Background: an optimization exercise with open tools, aiming at small area and a short achievable clock period. Do not read the settings as production practice. No functional check of the RTL was part of any run shown here. Power and IR drop assume default switching activity.

### flow/run.sh
#!/bin/bash
# synth_recipe.tcl (not shown) runs the flow's synth.tcl, then flattens the netlist and writes it again
# the make line also repeats each setting of config.mk as NAME=value (left out here)
make -C /OpenROAD-flow-scripts/flow DESIGN_CONFIG=/design/flow/config.mk WORK_HOME=/design/flow/orfs CLKGATE_MAP_FILE= SYNTH_SCRIPT=/design/flow/synth_recipe.tcl finish
### flow/config.mk
export PLATFORM = sky130hd
export DESIGN_NAME = exec_core
export DESIGN_NICKNAME = exec_core
export VERILOG_FILES = /design/flow/design.v
export SDC_FILE = /design/flow/constraint.sdc
export NUM_CORES = 4
export LEC_CHECK = 0
export CAP_MARGIN = 20
export CORE_MARGIN = 2
export CORE_UTILIZATION = 40
export SLEW_MARGIN = 20
### flow/constraint.sdc
create_clock -name core_clock -period 9.0 [get_ports {clk}]
set_input_delay 1.8000 -clock core_clock [delete_from_list [all_inputs] [get_ports {clk}]]
set_output_delay 1.8000 -clock core_clock [all_outputs]
set_load 0.01 [all_outputs]
### flow/design.v
package exec_pkg;
	localparam int data_w     = 32;	 
	localparam int reg_addr_w = 5;	 
	localparam int num_regs   = 32;
	localparam int imm_w      = 16;	 
	localparam logic [5:0] op_rtype = 6'h00;	 
	localparam logic [5:0] op_addiu = 6'h09;
	localparam logic [5:0] op_slti  = 6'h0a;
	localparam logic [5:0] op_andi  = 6'h0c;
	localparam logic [5:0] op_ori   = 6'h0d;
	localparam logic [5:0] op_xori  = 6'h0e;
	localparam logic [5:0] op_lui   = 6'h0f;
	localparam logic [5:0] fn_sll  = 6'h00;
	localparam logic [5:0] fn_srl  = 6'h02;
	localparam logic [5:0] fn_addu = 6'h21;
	localparam logic [5:0] fn_subu = 6'h23;
	localparam logic [5:0] fn_and  = 6'h24;
	localparam logic [5:0] fn_or   = 6'h25;
	localparam logic [5:0] fn_xor  = 6'h26;
	localparam logic [5:0] fn_slt  = 6'h2a;
	typedef struct packed {
		logic       sub;	 
		logic       r_sum;	 
		logic       r_slt;	 
		logic       r_and;
		logic       r_or;
		logic       r_xor;
		logic       r_sh;	 
		logic       left;	 
		logic       lui;	 
	} ctrl_t;
endpackage
`timescale 1ns/1ps
module reg_file (
	input  logic                            clk,
	input  logic                            rst_n,
	input  logic                            rd_en,	 
	input  logic [exec_pkg::reg_addr_w-1:0] rd_addr,
	input  logic [exec_pkg::data_w-1:0]     rd_or,	 
	output logic [exec_pkg::data_w-1:0]     rd_data,
	input  logic                            wr_en,
	input  logic [exec_pkg::reg_addr_w-1:0] wr_addr,
	input  logic [exec_pkg::data_w-1:0]     wr_data
);
	logic [exec_pkg::data_w-1:0]   regs [1:exec_pkg::num_regs-1];
	logic [exec_pkg::data_w-1:0]   wd;
	logic [exec_pkg::num_regs-1:1] rd_sel;
	logic [exec_pkg::num_regs-1:1] wr_sel;
	logic [exec_pkg::num_regs-1:1] hold;
	assign wd = rst_n ? wr_data : '0;
	always_comb begin
		for (int i = 1; i < exec_pkg::num_regs; i++) begin
			wr_sel[i] = !rst_n || (wr_en && wr_addr == i);
			hold[i]   = rst_n && !(wr_en && wr_addr == i);
			rd_sel[i] = rd_en && rd_addr == i;
		end
	end
	always_ff @(posedge clk) begin
		for (int i = 1; i < exec_pkg::num_regs; i++) begin
			regs[i] <= (regs[i] & {exec_pkg::data_w{hold[i]}}) |
				(wd & {exec_pkg::data_w{wr_sel[i]}});
		end
	end
	always_comb begin
		rd_data = rd_or;
		for (int i = 1; i < exec_pkg::num_regs; i++) begin
			rd_data |= regs[i] & {exec_pkg::data_w{rd_sel[i]}};
		end
	end
endmodule
`timescale 1ns/1ps
module alu_unit (
	input  exec_pkg::ctrl_t               c,
	input  logic [4:0]                    shamt,
	input  logic [exec_pkg::data_w-1:0]   a,	 
	input  logic [exec_pkg::data_w-1:0]   b,	 
	output logic [exec_pkg::data_w-1:0]   result
);
	localparam int n = exec_pkg::data_w;
	logic [n-1:0] bx;
	logic [n-1:0] p;
	logic [n-1:0] g;
	logic [n-1:0] gp;	 
	logic [n-1:0] pp;	 
	logic [n-1:0] sum;
	logic [n-1:0] rot;
	logic [n-1:0] mask;
	logic [4:0]   amt;
	logic [4:0]   ramt;
	logic         lt;
	assign bx = b ^ {n{c.sub}};
	assign p  = a ^ bx;
	assign g  = a & bx;
	always_comb begin
		gp = g;
		pp = p;
		gp[0] = g[0] | (p[0] & c.sub);	 
		for (int k = 0; k < 5; k++) begin
			for (int i = 0; i < n; i++) begin
				if ((i + 1) % (2 << k) == 0) begin
					gp[i] = gp[i] | (pp[i] & gp[i - (1 << k)]);
					pp[i] = pp[i] & pp[i - (1 << k)];
				end
			end
		end
		for (int k = 3; k >= 0; k--) begin
			for (int i = 0; i < n; i++) begin
				if ((i + 1) % (2 << k) == (1 << k) && i >= (2 << k)) begin
					gp[i] = gp[i] | (pp[i] & gp[i - (1 << k)]);
					pp[i] = pp[i] & pp[i - (1 << k)];
				end
			end
		end
	end
	assign sum = p ^ {gp[n-2:0], c.sub};	 
	assign lt  = (a[n-1] ^ b[n-1]) ? a[n-1] : sum[n-1];
	assign amt  = c.lui ? 5'd16 : shamt;
	assign ramt = c.left ? amt : 5'd0 - amt;
	always_comb begin
		rot = b;
		for (int k = 0; k < 5; k++) begin
			if (ramt[k]) rot = (rot << (1 << k)) | (rot >> (n - (1 << k)));
		end
	end
	always_comb begin
		for (int i = 0; i < n; i++) begin
			mask[i] = c.left ? (i >= amt) : (n - 1 - i >= amt);
		end
	end
	always_comb begin
		result = '0;
		if (c.r_sum) result |= sum;
		if (c.r_and) result |= g;
		if (c.r_or)  result |= p | g;
		if (c.r_xor) result |= p;
		if (c.r_slt) result[0] |= lt;
		if (c.r_sh)  result |= rot & mask;
	end
endmodule
`timescale 1ns/1ps
module dump_counter (
	input  logic                            clk,
	input  logic                            rst_n,
	input  logic                            dump_next,	 
	output logic [exec_pkg::reg_addr_w-1:0] count,
	output logic [exec_pkg::reg_addr_w-1:0] count_nxt,	 
	output logic                            dump_last	 
);
	assign count_nxt = count + 1'b1;
	always_ff @(posedge clk) begin
		if (!rst_n) begin
			count <= '0;
		end else if (dump_next) begin
			count <= count_nxt;	 
		end
	end
	assign dump_last  = (count == '1);
endmodule
`timescale 1ns/1ps
module exec_ctrl (
	input  logic                            clk,
	input  logic                            rst_n,
	input  logic                            instr_valid,	 
	input  logic [exec_pkg::data_w-1:0]     instr,
	input  logic                            dump_start,	 
	input  logic [exec_pkg::reg_addr_w-1:0] dump_count_nxt,
	input  logic                            dump_last,
	output logic                            rf_rd_en,
	output logic [exec_pkg::reg_addr_w-1:0] rf_rd_addr,
	output logic                            rf_wr_en,
	output logic [exec_pkg::reg_addr_w-1:0] rf_wr_addr,
	output logic                            opa_en,	 
	output logic                            fwd,	 
	output logic                            imm_en,	 
	output logic [exec_pkg::data_w-1:0]     imm_ext,
	output exec_pkg::ctrl_t                 ctrl,
	output logic [4:0]                      shamt,
	output logic                            busy,
	output logic                            illegal,
	output logic                            dump_valid
);
	logic [5:0]                      opcode;
	logic [5:0]                      funct;
	logic [exec_pkg::reg_addr_w-1:0] rs;
	logic [exec_pkg::reg_addr_w-1:0] rt;
	logic [exec_pkg::reg_addr_w-1:0] rd;
	logic                            idle;
	logic                            accept;
	logic                            legal;
	logic                            rtype;
	logic                            sext;
	logic [exec_pkg::reg_addr_w-1:0] dest;
	exec_pkg::ctrl_t                 dec;
	logic                            exec_q;
	logic                            dump_q;
	logic                            illegal_q;
	logic                            we_q;	 
	logic                            wr_q;	 
	logic [exec_pkg::reg_addr_w-1:0] rt_q;
	logic [exec_pkg::imm_w-1:0]      imm_q;
	logic                            rtype_q;
	logic                            sext_q;
	exec_pkg::ctrl_t                 ctrl_q;
	assign opcode = instr[31:26];
	assign rs     = instr[25:21];
	assign rt     = instr[20:16];
	assign rd     = instr[15:11];
	assign funct  = instr[5:0];
	assign idle   = !exec_q && !dump_q;
	assign accept = idle && instr_valid;
	always_comb begin
		dec   = '0;
		legal = 1'b1;
		rtype = 1'b0;
		sext  = 1'b0;
		case (opcode)
			exec_pkg::op_rtype: begin
				rtype = 1'b1;
				case (funct)
					exec_pkg::fn_addu: dec.r_sum = 1'b1;
					exec_pkg::fn_subu: begin
						dec.r_sum = 1'b1;
						dec.sub   = 1'b1;
					end
					exec_pkg::fn_and:  dec.r_and = 1'b1;
					exec_pkg::fn_or:   dec.r_or  = 1'b1;
					exec_pkg::fn_xor:  dec.r_xor = 1'b1;
					exec_pkg::fn_slt: begin
						dec.r_slt = 1'b1;
						dec.sub   = 1'b1;
					end
					exec_pkg::fn_sll: begin
						dec.r_sh = 1'b1;
						dec.left = 1'b1;
					end
					exec_pkg::fn_srl:  dec.r_sh = 1'b1;
					default: legal = 1'b0;	 
				endcase
			end
			exec_pkg::op_addiu: begin
				dec.r_sum = 1'b1;
				sext      = 1'b1;
			end
			exec_pkg::op_slti: begin
				dec.r_slt = 1'b1;
				dec.sub   = 1'b1;
				sext      = 1'b1;
			end
			exec_pkg::op_andi: dec.r_and = 1'b1;	 
			exec_pkg::op_ori:  dec.r_or  = 1'b1;
			exec_pkg::op_xori: dec.r_xor = 1'b1;
			exec_pkg::op_lui: begin	 
				dec.r_sh = 1'b1;
				dec.left = 1'b1;
				dec.lui  = 1'b1;
			end
			default: legal = 1'b0;
		endcase
	end
	assign dest = rtype ? rd : rt;	 
	always_ff @(posedge clk) begin
		if (!rst_n) begin
			exec_q    <= 1'b0;
			dump_q    <= 1'b0;
			illegal_q <= 1'b0;
			we_q      <= 1'b0;
			wr_q      <= 1'b0;
		end else begin
			exec_q    <= accept;
			dump_q    <= (idle && !instr_valid && dump_start) || (dump_q && !dump_last);
			illegal_q <= accept && !legal;
			we_q      <= accept && legal && (dest != '0);
			wr_q      <= we_q;
		end
	end
	always_ff @(posedge clk) begin
		if (idle) begin
			rt_q    <= rt;
			imm_q   <= instr[exec_pkg::imm_w-1:0];
			rtype_q <= rtype;
			sext_q  <= sext;
			ctrl_q  <= dec;
		end
	end
	always_comb begin
		if (dump_q)      rf_rd_addr = dump_count_nxt;	 
		else if (exec_q) rf_rd_addr = rt_q;
		else             rf_rd_addr = rs;
	end
	assign rf_rd_en = dump_q || (exec_q && rtype_q) || accept;
	assign opa_en  = !exec_q;
	assign fwd     = wr_q && instr_valid && (rs == rf_wr_addr);
	assign imm_en  = exec_q && !rtype_q;
	assign imm_ext = {{16{sext_q & imm_q[15]}}, imm_q};
	assign rf_wr_en   = wr_q;
	assign rf_wr_addr = rtype_q ? imm_q[15:11] : rt_q;
	assign ctrl       = ctrl_q;
	assign shamt      = imm_q[10:6];
	assign illegal    = illegal_q;
	assign busy       = exec_q || dump_q;
	assign dump_valid = dump_q;
endmodule
`timescale 1ns/1ps
module exec_core (
	input  logic                            clk,
	input  logic                            rst_n,
	input  logic                            instr_valid,
	input  logic [exec_pkg::data_w-1:0]     instr,
	input  logic                            dump_start,
	output logic                            busy,
	output logic                            illegal,	 
	output logic                            dump_valid,
	output logic [exec_pkg::reg_addr_w-1:0] dump_addr,
	output logic [exec_pkg::data_w-1:0]     dump_data
);
	exec_pkg::ctrl_t                 ctrl;
	logic [exec_pkg::data_w-1:0]     alu_result;
	logic [exec_pkg::reg_addr_w-1:0] dump_count_nxt;
	logic                            dump_last;
	logic                            opa_en;
	logic                            fwd;
	logic                            imm_en;
	logic [exec_pkg::data_w-1:0]     imm_ext;
	logic [4:0]                      shamt;
	logic                            rf_rd_en;
	logic [exec_pkg::reg_addr_w-1:0] rf_rd_addr;
	logic [exec_pkg::data_w-1:0]     rf_rd_data;
	logic                            rf_wr_en;
	logic [exec_pkg::reg_addr_w-1:0] rf_wr_addr;
	logic [exec_pkg::data_w-1:0]     opa;
	logic [exec_pkg::data_w-1:0]     opb;
	exec_ctrl u_ctrl (
		.clk            (clk),
		.rst_n          (rst_n),
		.instr_valid    (instr_valid),
		.instr          (instr),
		.dump_start     (dump_start),
		.dump_count_nxt (dump_count_nxt),
		.dump_last      (dump_last),
		.rf_rd_en       (rf_rd_en),
		.rf_rd_addr     (rf_rd_addr),
		.rf_wr_en       (rf_wr_en),
		.rf_wr_addr     (rf_wr_addr),
		.opa_en         (opa_en),
		.fwd            (fwd),
		.imm_en         (imm_en),
		.imm_ext        (imm_ext),
		.ctrl           (ctrl),
		.shamt          (shamt),
		.busy           (busy),
		.illegal        (illegal),
		.dump_valid     (dump_valid)
	);
	dump_counter u_dump_cnt (
		.clk        (clk),
		.rst_n      (rst_n),
		.dump_next  (dump_valid),
		.count      (dump_addr),
		.count_nxt  (dump_count_nxt),
		.dump_last  (dump_last)
	);
	reg_file u_rf (
		.clk     (clk),
		.rst_n   (rst_n),
		.rd_en   (rf_rd_en),
		.rd_addr (rf_rd_addr),
		.rd_or   (imm_ext & {exec_pkg::data_w{imm_en}}),	 
		.rd_data (rf_rd_data),
		.wr_en   (rf_wr_en),
		.wr_addr (rf_wr_addr),
		.wr_data (alu_result)
	);
	always_ff @(posedge clk) begin
		if (opa_en) opa <= fwd ? alu_result : rf_rd_data;
		opb <= rf_rd_data;
	end
	alu_unit u_alu (
		.c      (ctrl),
		.shamt  (shamt),
		.a      (opa),
		.b      (opb),
		.result (alu_result)
	);
	assign dump_data = opa;
endmodule
==> flow_summary.toml, run 1 <==
[outcome]
outcome = "no timing/DRC/antenna violations"

[global_route]
grt_pass1_vias = 32181
grt_usage = 0.298
overflow = 0
antenna_found_initial = 8
grt_max_degree = 82
grt_pass1_wl_mm = 261

[synth]
synth-seq-area-share = 0.672
ys_seq_elements = 1098
synthFlopType = "edfxtp_1"
synth.net_count = 3500
yosysWarningCount = 6
yosys-top-cells-count = "1,056 x edfxtp_1, 207 x nand2_1, 176 x a22oi_1"
yosysTopAreaCell = "edfxtp_1"
synth_top_area_share = 0.654
synth_area_um2 = 48500
syn_inst = 3378
synth_edf_count = 1056
synthArstFlopShare = 0
synth_area_leaders = "edfxtp_1 65%, mux2i_1 3.4%, a22oi_1 2.7%"
yosysMostFrequentCell = "edfxtp_1"
synth_cell_types = 96
postSynthAreaPerCell_um2 = 14.3

[worst_setup_path]
arrival_ps = 6750
path_cells = "clkdlybuf4s50_1, mux2i_1, o21a_2, buf_4, nor4_4, buf_4, buf_4, a222oi_1, nor2_1, a2111oi_1, nand4_1, mux2_2"
worstPathMaxFanout = 39
crit_path_max_incr_delay_ps = 850
cp-start-kind = "input pin"
worstPathRequired_ps = 9430
path_common_cell = "buf_4"
crit_slowest_cell = "a2111oi_1"
crit_type = "input pin to flop"
worstSetupEndpointType = "flop"

[place]
dp_hpwl_mm = 113
post_dp_cell_area_um2 = 51800
gp_congestion = 0.947
port_buffers = 75

[die]
die_w_um = 352
ios = 76
die_area_um2 = 124000
die_y_um = 352
rows = 127
core_um2 = 120000
initial_core_util = 0.404

[min_path]
hp-class = "flop to flop"

[sta]
finClkSkew_ps = 64.9
setup_viol = 0
drv_slew = 0
period_needed_ps = 6320
min_period_over_period = 0.702
slew_headroom = 0.167
rsz0062_at_grt = "false"
tns_ps = 0
worst_pin_slew_ps = 1240
hold_viol = 0
fmax_mhz = 158

[clock_tree]
cts_hold_buf = 0
cts_tree = "built"
cts_buffers = 110
cts_sinks = 1098
clockBufferDepth = 3
ctsResizeCount = 0
path_clk_slew_ps = 60
clock-root-buffer = "clkbuf_16"
h-tree-depth = 3
clock_latency_ps = 730
cts_setup_buffers = 0

[route]
firstDrtPassIters = 9
drc_errors = 0
vias_per_cell = 6.62
wirelength_mm = 190
drtIter0Drc = 6129
postRouteAntennaNets = 0
avgRoutedWirePerCell_um = 36.7
vias = 34315

[final_layout]
seq_area_um2 = 32600
syn2layout_area_growth_pct = 14.6
final_area_um2 = 55500
nets = 3598
multiInputGateArea_um2 = 15200
fillers = 10406
drive_above_1_share = 0.140

[power_and_ir_drop]
power_density_nw_per_um2 = 301
leakage_nw = 19.5
ir_worst_vdd_mv = 0.157

[flow_run]
max_cap_viol_count = 0
## cell usage in the layout (no fill, tap or decap), drive strengths merged, types with 12 or more instances in the layout
cell type and instances:
a211oi 15, a21o 20, a21oi 133, a221o 15
a221oi 32, a222oi 45, a22o 41, a22oi 176
a31oi 27, a32o 12, a32oi 32, and2 36
buf 133, bufinv 12, clkbuf 141, clkdlybuf4s50 74
clkinv 48, dfxtp 42, edfxtp 1056, fa 16
ha 70, inv 90, mux2 60, mux2i 166
mux4 33, nand2 207, nand2b 19, nand3 125
nand4 26, nor2 106, nor2b 21, nor3 46
nor4 24, o211ai 36, o21ai 177, o22ai 23
o32ai 12, xor2 51
## where the power goes
group          switching [W]  internal, W
sequential          0.000604      0.00728
clock                0.00202      0.00264
combinational        0.00287      0.00131
total                0.00549       0.0112
## metrics by stage
step	util	hold WS, ps	worst slack, ps	power [W]	cells
6_report	0.463	445	2680	0.0167	5186
5_1_grt	0.463	461	2290	0.0172	5183
4_1_cts	0.462	446	2720	0.0166	5180
3_5_place_dp	0.432	440	2010	0.0120	4974
3_3_place_gp	0.432	433	2140	0.0119	4973
2_1_floorplan	-	412	3090	0.0100	3378
## final timing paths
check | startpoint | to | slack [ps] | cells after the start
worst max-delay path | instr[22] | opa[21] | 2680 | 12
worst min-delay path | u_ctrl.we_q | u_ctrl.wr_q | 450 | 1
worst max register to register | u_ctrl.ctrl_q[8] | flop | 2700 | 19
worst min register to register | u_ctrl.we_q | u_ctrl.wr_q | 450 | 1
## kinds of logic after synthesis
logic type / share of synthesized area
DFF: 0.672
muxes: 0.0641
adders and majority gates: 0.0247
xor gates and xnor gates: 0.0112
buffers and inverters: 0.0275
AOI/OAI and AO/OA: 0.135
and+or+nand+nor: 0.0659
## critical path, delay by kind of cell
family	cells	cell delay, ps
buffers and inverters	4	1610
AOI/OAI and AO/OA	3	1560
muxes	2	960
and+or+nand+nor	3	750
## cell type report
| type | instances | area share |
|---|---|---|
| Antenna cell | 4 | 0.000180 |
| Clock buffer | 141 | 0.0524 |
| Clock inverter | 65 | 0.0131 |
| Inverter | 89 | 0.00601 |
| Multi-Input combinational cell | 1970 | 0.274 |
| Sequential cell | 1098 | 0.586 |
| Tap cell | 1612 | 0.0363 |
| Timing Repair Buffer | 207 | 0.0321 |
## layer usage
layer	wire length, µm	track usage	vias to the layer above
met5	0	0	-
met4	10900	0.145	0
met3	25500	0.0797	524
met2	83800	0.449	2807
met1	70000	0.400	17289
li1	-	-	13695
==> run 2: changes to the inputs <==
==> flow/config.mk (replaced) <==
export PLATFORM = sky130hd
export DESIGN_NAME = exec_core
export DESIGN_NICKNAME = exec_core
export VERILOG_FILES = /design/flow/design.v
export SDC_FILE = /design/flow/constraint.sdc
export NUM_CORES = 4
export LEC_CHECK = 0
export CAP_MARGIN = 0
export CORE_MARGIN = 2
export CORE_UTILIZATION = 60
export SLEW_MARGIN = 0
==> flow_summary.toml, run 2 <==
[worst_setup_path]
crit_path_max_incr_delay_ps = 910
worstPathRequired_ps = 9320
worstPathMaxFanout = 31
path_cells = "buf_4, xor2_1, inv_1, ha_1, a211oi_1, nor3_1, o311a_1, or3b_2, o31a_1, a31o_2, a21boi_0, o21ai_0, fa_1, xor2_1, nor2_1, o21ai_0, a221o_1, a31oi_1, nor2b_2"
arrival_ps = 7240
r2r_cells = 19
r2r_start = "u_ctrl.ctrl_q[8]"
crit_slowest_cell = "nor2b_2"
worstSetupEndpointType = "flop"
rrSetupSlack_ps = 2080
crit_type = "flop to flop"
cp-start-kind = "flop"
cp-startpoint = "u_ctrl.ctrl_q[8]"

[power_and_ir_drop]
power.total_w = 0.0164
leakage_nw = 19.3
power_density_nw_per_um2 = 301
ir_worst_vdd_mv = 0.199

[sta]
worst_pin_slew_ps = 1470
rsz0062_at_grt = "false"
hold_viol = 0
tns_ps = 0
hold_ws_ps = 440
fmax_mhz = 144
slew_headroom = 0.0190
min_period_over_period = 0.769
finClkSkew_ps = 59.7
drv_slew = 0
period_needed_ps = 6920
setup_viol = 0

[final_layout]
drive_above_1_share = 0.129
syn2layout_area_growth_pct = 12.5
nets = 3581
layout_common_cells = "1,056 x edfxtp_1, 207 x nand2_1, 176 x a22oi_1"
final_area_um2 = 54500
final_common_cell = "edfxtp_1"

[die]
rows = 104
die_y_um = 288
ios = 76
die_area_um2 = 83000
die_w_um = 288
core_um2 = 80300
initial_core_util = 0.604

[synth]
synth_top_area_share = 0.654
synth_area_leaders = "edfxtp_1 65%, mux2i_1 3.4%, a22oi_1 2.7%"
ys_seq_elements = 1098
synth_cell_types = 96
yosysMostFrequentCell = "edfxtp_1"
yosys-top-cells-count = "1,056 x edfxtp_1, 207 x nand2_1, 176 x a22oi_1"
yosysTopAreaCell = "edfxtp_1"
synth_edf_count = 1056
synth_area_um2 = 48500
synth-seq-area-share = 0.672
yosysWarningCount = 6
syn_inst = 3378
postSynthAreaPerCell_um2 = 14.3
synthFlopType = "edfxtp_1"
synth.net_count = 3500
synthArstFlopShare = 0

[place]
dp_hpwl_mm = 105
port_buffers = 75
gp_congestion = 1.02
post_dp_cell_area_um2 = 51000

[route]
firstDrtPassIters = 9
vias = 34869
postRouteAntennaNets = 0
drc_errors = 0
drtIter0Drc = 6586
vias_per_cell = 7.57
avgRoutedWirePerCell_um = 39.6
wirelength_mm = 182

[clock_tree]
cts_sinks = 1098
cts_buffers = 110
cts_setup_buffers = 0
clock-root-buffer = "clkbuf_16"
path_clk_slew_ps = 60
ctsResizeCount = 0
clock_latency_ps = 730
cts_tree = "built"
clockBufferDepth = 3
h-tree-depth = 3
cts_hold_buf = 0

[min_path]
hp-class = "flop to flop"

[global_route]
grt_pass1_vias = 32766
grt_max_degree = 95
antenna_found_initial = 15
grt_pass1_wl_mm = 251
overflow = 0
grt_usage = 0.439

[flow_run]
max_cap_viol_count = 0

[outcome]
outcome = "no timing/DRC/antenna violations"
run 2: cell counts after synthesis:
No cell type changed its count.
run 2: metrics by stage:
step           cells  utilization  setup slack [ps]
6_report        4606        0.679              2080
5_1_grt         4600        0.679              1750
4_1_cts         4600        0.679              2140
3_5_place_dp    4407        0.636              2100
3_3_place_gp    4407        0.636              1810
2_1_floorplan   3378            -              3090
run 2: cell type report:
class                      instances  area [µm²]
sequential                      1098       32600
fill                            5558       25800
multi-input combinational       1970       15200
clock buffer                     146        2930
timing repair buffer             190        1660
tap                             1060        1330
clock inverter                    47         500
inverter                          89         334
antenna                            6        15.0
run 2: worst max-delay path: cells and delay by family (launching register included):
kind | cells | cell delay [ps]
and+or+nand+nor | 4 | 1640
xor gates and xnor gates | 2 | 570
AOI/OAI and AO/OA | 9 | 2320
buffers and inverters | 2 | 590
DFF | 1 | 640
adders and majority gates | 2 | 760
run 2: worst min path at each step:
stage	cells past startpoint	slack [ps]	start	to
2_1_floorplan	1	410	u_ctrl.we_q	u_ctrl.wr_q
3_3_place_gp	1	430	u_ctrl.we_q	u_ctrl.wr_q
3_5_place_dp	1	430	u_ctrl.we_q	u_ctrl.wr_q
4_1_cts	1	440	u_ctrl.we_q	u_ctrl.wr_q
5_1_grt	1	450	u_ctrl.we_q	u_ctrl.wr_q
6_report	1	440	u_ctrl.we_q	u_ctrl.wr_q
run 2: logic make-up after synthesis:
logic type,after synthesis,share of synthesized area
DFF,1098,0.672
adders and majority gates,86,0.0247
AOI/OAI and AO/OA,912,0.135
buffers and inverters,310,0.0275
and+or+nand+nor,653,0.0659
muxes,259,0.0641
xor gates and xnor gates,60,0.0112
run 2: power breakdown:
part	total (W)	internal (W)	switching, W
registers	0.00787	0.00729	0.000584
logic	0.00414	0.00130	0.00283
clock network	0.00439	0.00243	0.00195
run 2: routing by layer:
| metal | global-route usage | part of all wire |
|---|---|---|
| met5 | 0 | 0.00069 |
| met4 | 0.242 | 0.066 |
| met3 | 0.150 | 0.17 |
| met2 | 0.632 | 0.43 |
| met1 | 0.591 | 0.34 |
==> run 3: changes to the inputs <==
--- a/flow/config.mk
+++ b/flow/config.mk
@@ -8,4 +8,5 @@
 export CAP_MARGIN = 0
 export CORE_MARGIN = 2
 export CORE_UTILIZATION = 60
+export SETUP_SLACK_MARGIN = 3
 export SLEW_MARGIN = 0
==> flow_summary.toml, run 3 <==
[sta]
hold_viol = 0
finClkSkew_ps = 54.5
tns_ps = 0
slew_headroom = 0.0418
rsz0062_at_grt = "false"
fmax_mhz = 170
worst_pin_slew_ps = 1430
min_period_over_period = 0.652
drv_slew = 0
setup_viol = 0
period_needed_ps = 5870

[synth]
synthArstFlopShare = 0
synth_cell_types = 96
synth_top_area_share = 0.654
synth_area_leaders = "edfxtp_1 65%, mux2i_1 3.4%, a22oi_1 2.7%"
yosysMostFrequentCell = "edfxtp_1"
synth_area_um2 = 48500
yosysWarningCount = 6
yosysTopAreaCell = "edfxtp_1"
postSynthAreaPerCell_um2 = 14.3
synthFlopType = "edfxtp_1"
syn_inst = 3378
yosys-top-cells-count = "1,056 x edfxtp_1, 207 x nand2_1, 176 x a22oi_1"
synth_edf_count = 1056
ys_seq_elements = 1098
synth-seq-area-share = 0.672
synth.net_count = 3500

[final_layout]
seq_area_um2 = 32600
syn2layout_area_growth_pct = 12.7
nets = 3584
final_area_um2 = 54600
drive_above_1_share = 0.133
multiInputGateArea_um2 = 15200
layout_common_cells = "1,056 x edfxtp_1, 207 x nand2_1, 176 x a22oi_1"
final_common_cell = "edfxtp_1"
fillers = 5546

[route]
postRouteAntennaNets = 0
avgRoutedWirePerCell_um = 39.7
wl_met3_mm = 30.3
vias_per_cell = 7.60
wirelength_mm = 183
wl_met2_mm = 77.7
wl_met1_mm = 62.4
drtIter0Drc = 6474
drc_errors = 0
top_layer_used = "met5"
vias = 35024
firstDrtPassIters = 8

[worst_setup_path]
crit_path_max_incr_delay_ps = 630
cp-startpoint = "instr_valid"
worstSetupEndpointType = "flop"
worstPathRequired_ps = 9430
r2r_start = "u_ctrl.ctrl_q[8]"
r2r_cells = 19
worstPathMaxFanout = 44
crit_slowest_cell = "a2111oi_2"
crit_type = "input pin to flop"
path_cells = "clkdlybuf4s50_1, nor2_1, o21a_1, buf_4, nor4_2, buf_4, a222oi_1, nor2_1, a2111oi_2, nand4_1, mux2_2"
arrival_ps = 6300
cp-start-kind = "input pin"

[min_path]
whs_path_depth = 1
hp-class = "flop to flop"
worstHoldStart = "u_ctrl.we_q"

[global_route]
grt_pass1_vias = 32762
grt_usage = 0.440
overflow = 0
grt_pass1_wl_mm = 252
grt_max_degree = 95
antenna_found_initial = 14

[clock_tree]
cts_tree = "built"
cts_hold_buf = 0
h-tree-depth = 3
clock-root-buffer = "clkbuf_16"
clock_latency_ps = 730
path_clk_slew_ps = 60
cts_buffers = 110
clockBufferDepth = 3
cts_sinks = 1098

[die]
die_y_um = 288
die_w_um = 288
die_area_um2 = 83000
rows = 104
core_um2 = 80300
ios = 76
initial_core_util = 0.604

[power_and_ir_drop]
leakage_nw = 19.3
power_density_nw_per_um2 = 301
ir_worst_vdd_mv = 0.199
power.total_w = 0.0164

[place]
dp_hpwl_mm = 105
gp_congestion = 1.02
port_buffers = 75
post_dp_cell_area_um2 = 51000

[outcome]
outcome = "no timing/DRC/antenna violations"

[flow_run]
max_cap_viol_count = 0
[run 3: cell counts after synthesis]
No cell type changed its count.
[run 3: worst paths after layout]
check	end	slack, ps
max	opa[21]	3130
min	u_ctrl.wr_q	440
max reg2reg	flop	3230
min reg2reg	u_ctrl.wr_q	440
[run 3: where the power goes]
part / leakage [nW] / switching, W / internal (W) / total, W
Clock: 1.64 / 0.00195 / 0.00243 / 0.00439
Combinational: 6.50 / 0.00286 / 0.00132 / 0.00419
Sequential: 11.2 / 0.000583 / 0.00728 / 0.00786
[run 3: cells by family after synthesis]
logic type / after synthesis / share of synthesized area
flip-flops: 1098 / 0.672
AO/OA/AOI/OAI: 912 / 0.135
AND/OR/NAND/NOR: 653 / 0.0659
buffers and inverters: 310 / 0.0275
multiplexers: 259 / 0.0641
adder cells (fa/ha/maj): 86 / 0.0247
XOR/XNOR: 60 / 0.0112
[run 3: what timing repair did]
item / 4_1_cts / 5_1_grt
endpoints found under the setup margin: 249 / 221
setup buffers: 1 / 1
resized for setup: 9 / 11
cloned: 1 / 0
[run 3: layout make-up]
class | count | area share
Sequential cell | 1098 | 0.596
Antenna cell | 7 | 0.000321
Timing Repair Buffer | 192 | 0.0311
Inverter | 89 | 0.00612
Clock inverter | 47 | 0.00917
Tap cell | 1060 | 0.0243
Multi-Input combinational cell | 1971 | 0.279
Clock buffer | 146 | 0.0536
[run 3: stage by stage]
stage	hold slack, ps	setup WS [ps]	util	cells
floorplan	412	3090	-	3378
CTS	444	3050	0.679	4602
detailed placement	434	2100	0.636	4407
global route	452	3030	0.680	4603
finish	440	3130	0.680	4610
global placement	429	1810	0.636	4407
[run 3: worst max-delay path: cells and delay by family]
kind | cells | cell delay, ps
buffers and inverters | 3 | 1410
AO/OA/AOI/OAI | 3 | 1330
AND/OR/NAND/NOR | 4 | 1210
multiplexers | 1 | 460
[run 3: per-layer routing]
metal | vias up | GRT usage
met2 | 3353 | 0.631
met3 | 677 | 0.148
met5 | - | 0
li1 | 13643 | -
met4 | 14 | 0.242
met1 | 17337 | 0.596

[separate check: timing with driven ports]
Ports are ideal in the flow. The routed layouts listed here were re-timed in OpenROAD. Step 1 sets driving cells, clkbuf_16 on the clock port and buf_2 on the other inputs (assumed; they add their load-dependent delay and slew). Step 2, shift: input delay + t, output delay - t, t = (earliest + latest rising clock arrival at the registers) / 2. This alone moves slack from input paths to output paths. Slacks: no drivers / after step 1 / after step 2; pairs: no drivers / after step 1.
run | t, ns | setup WS [ns] | slew at the worst register clock pin (ns) | cell pins on the clock port's net
run 1 | 0.780 | 2.681 / 2.702 / 1.950 | 0.07 / 0.07 | 1
run 2 | 0.773 | 2.076 / 2.076 / 1.729 | 0.07 / 0.07 | 1
run 3 | 0.768 | 3.129 / 3.176 / 2.407 | 0.07 / 0.07 | 1
After both steps setup and hold are still met in every run listed. The setup slack of run 1, which loses most, moves by +0.021 ns with the drivers and by -0.731 ns with both steps.
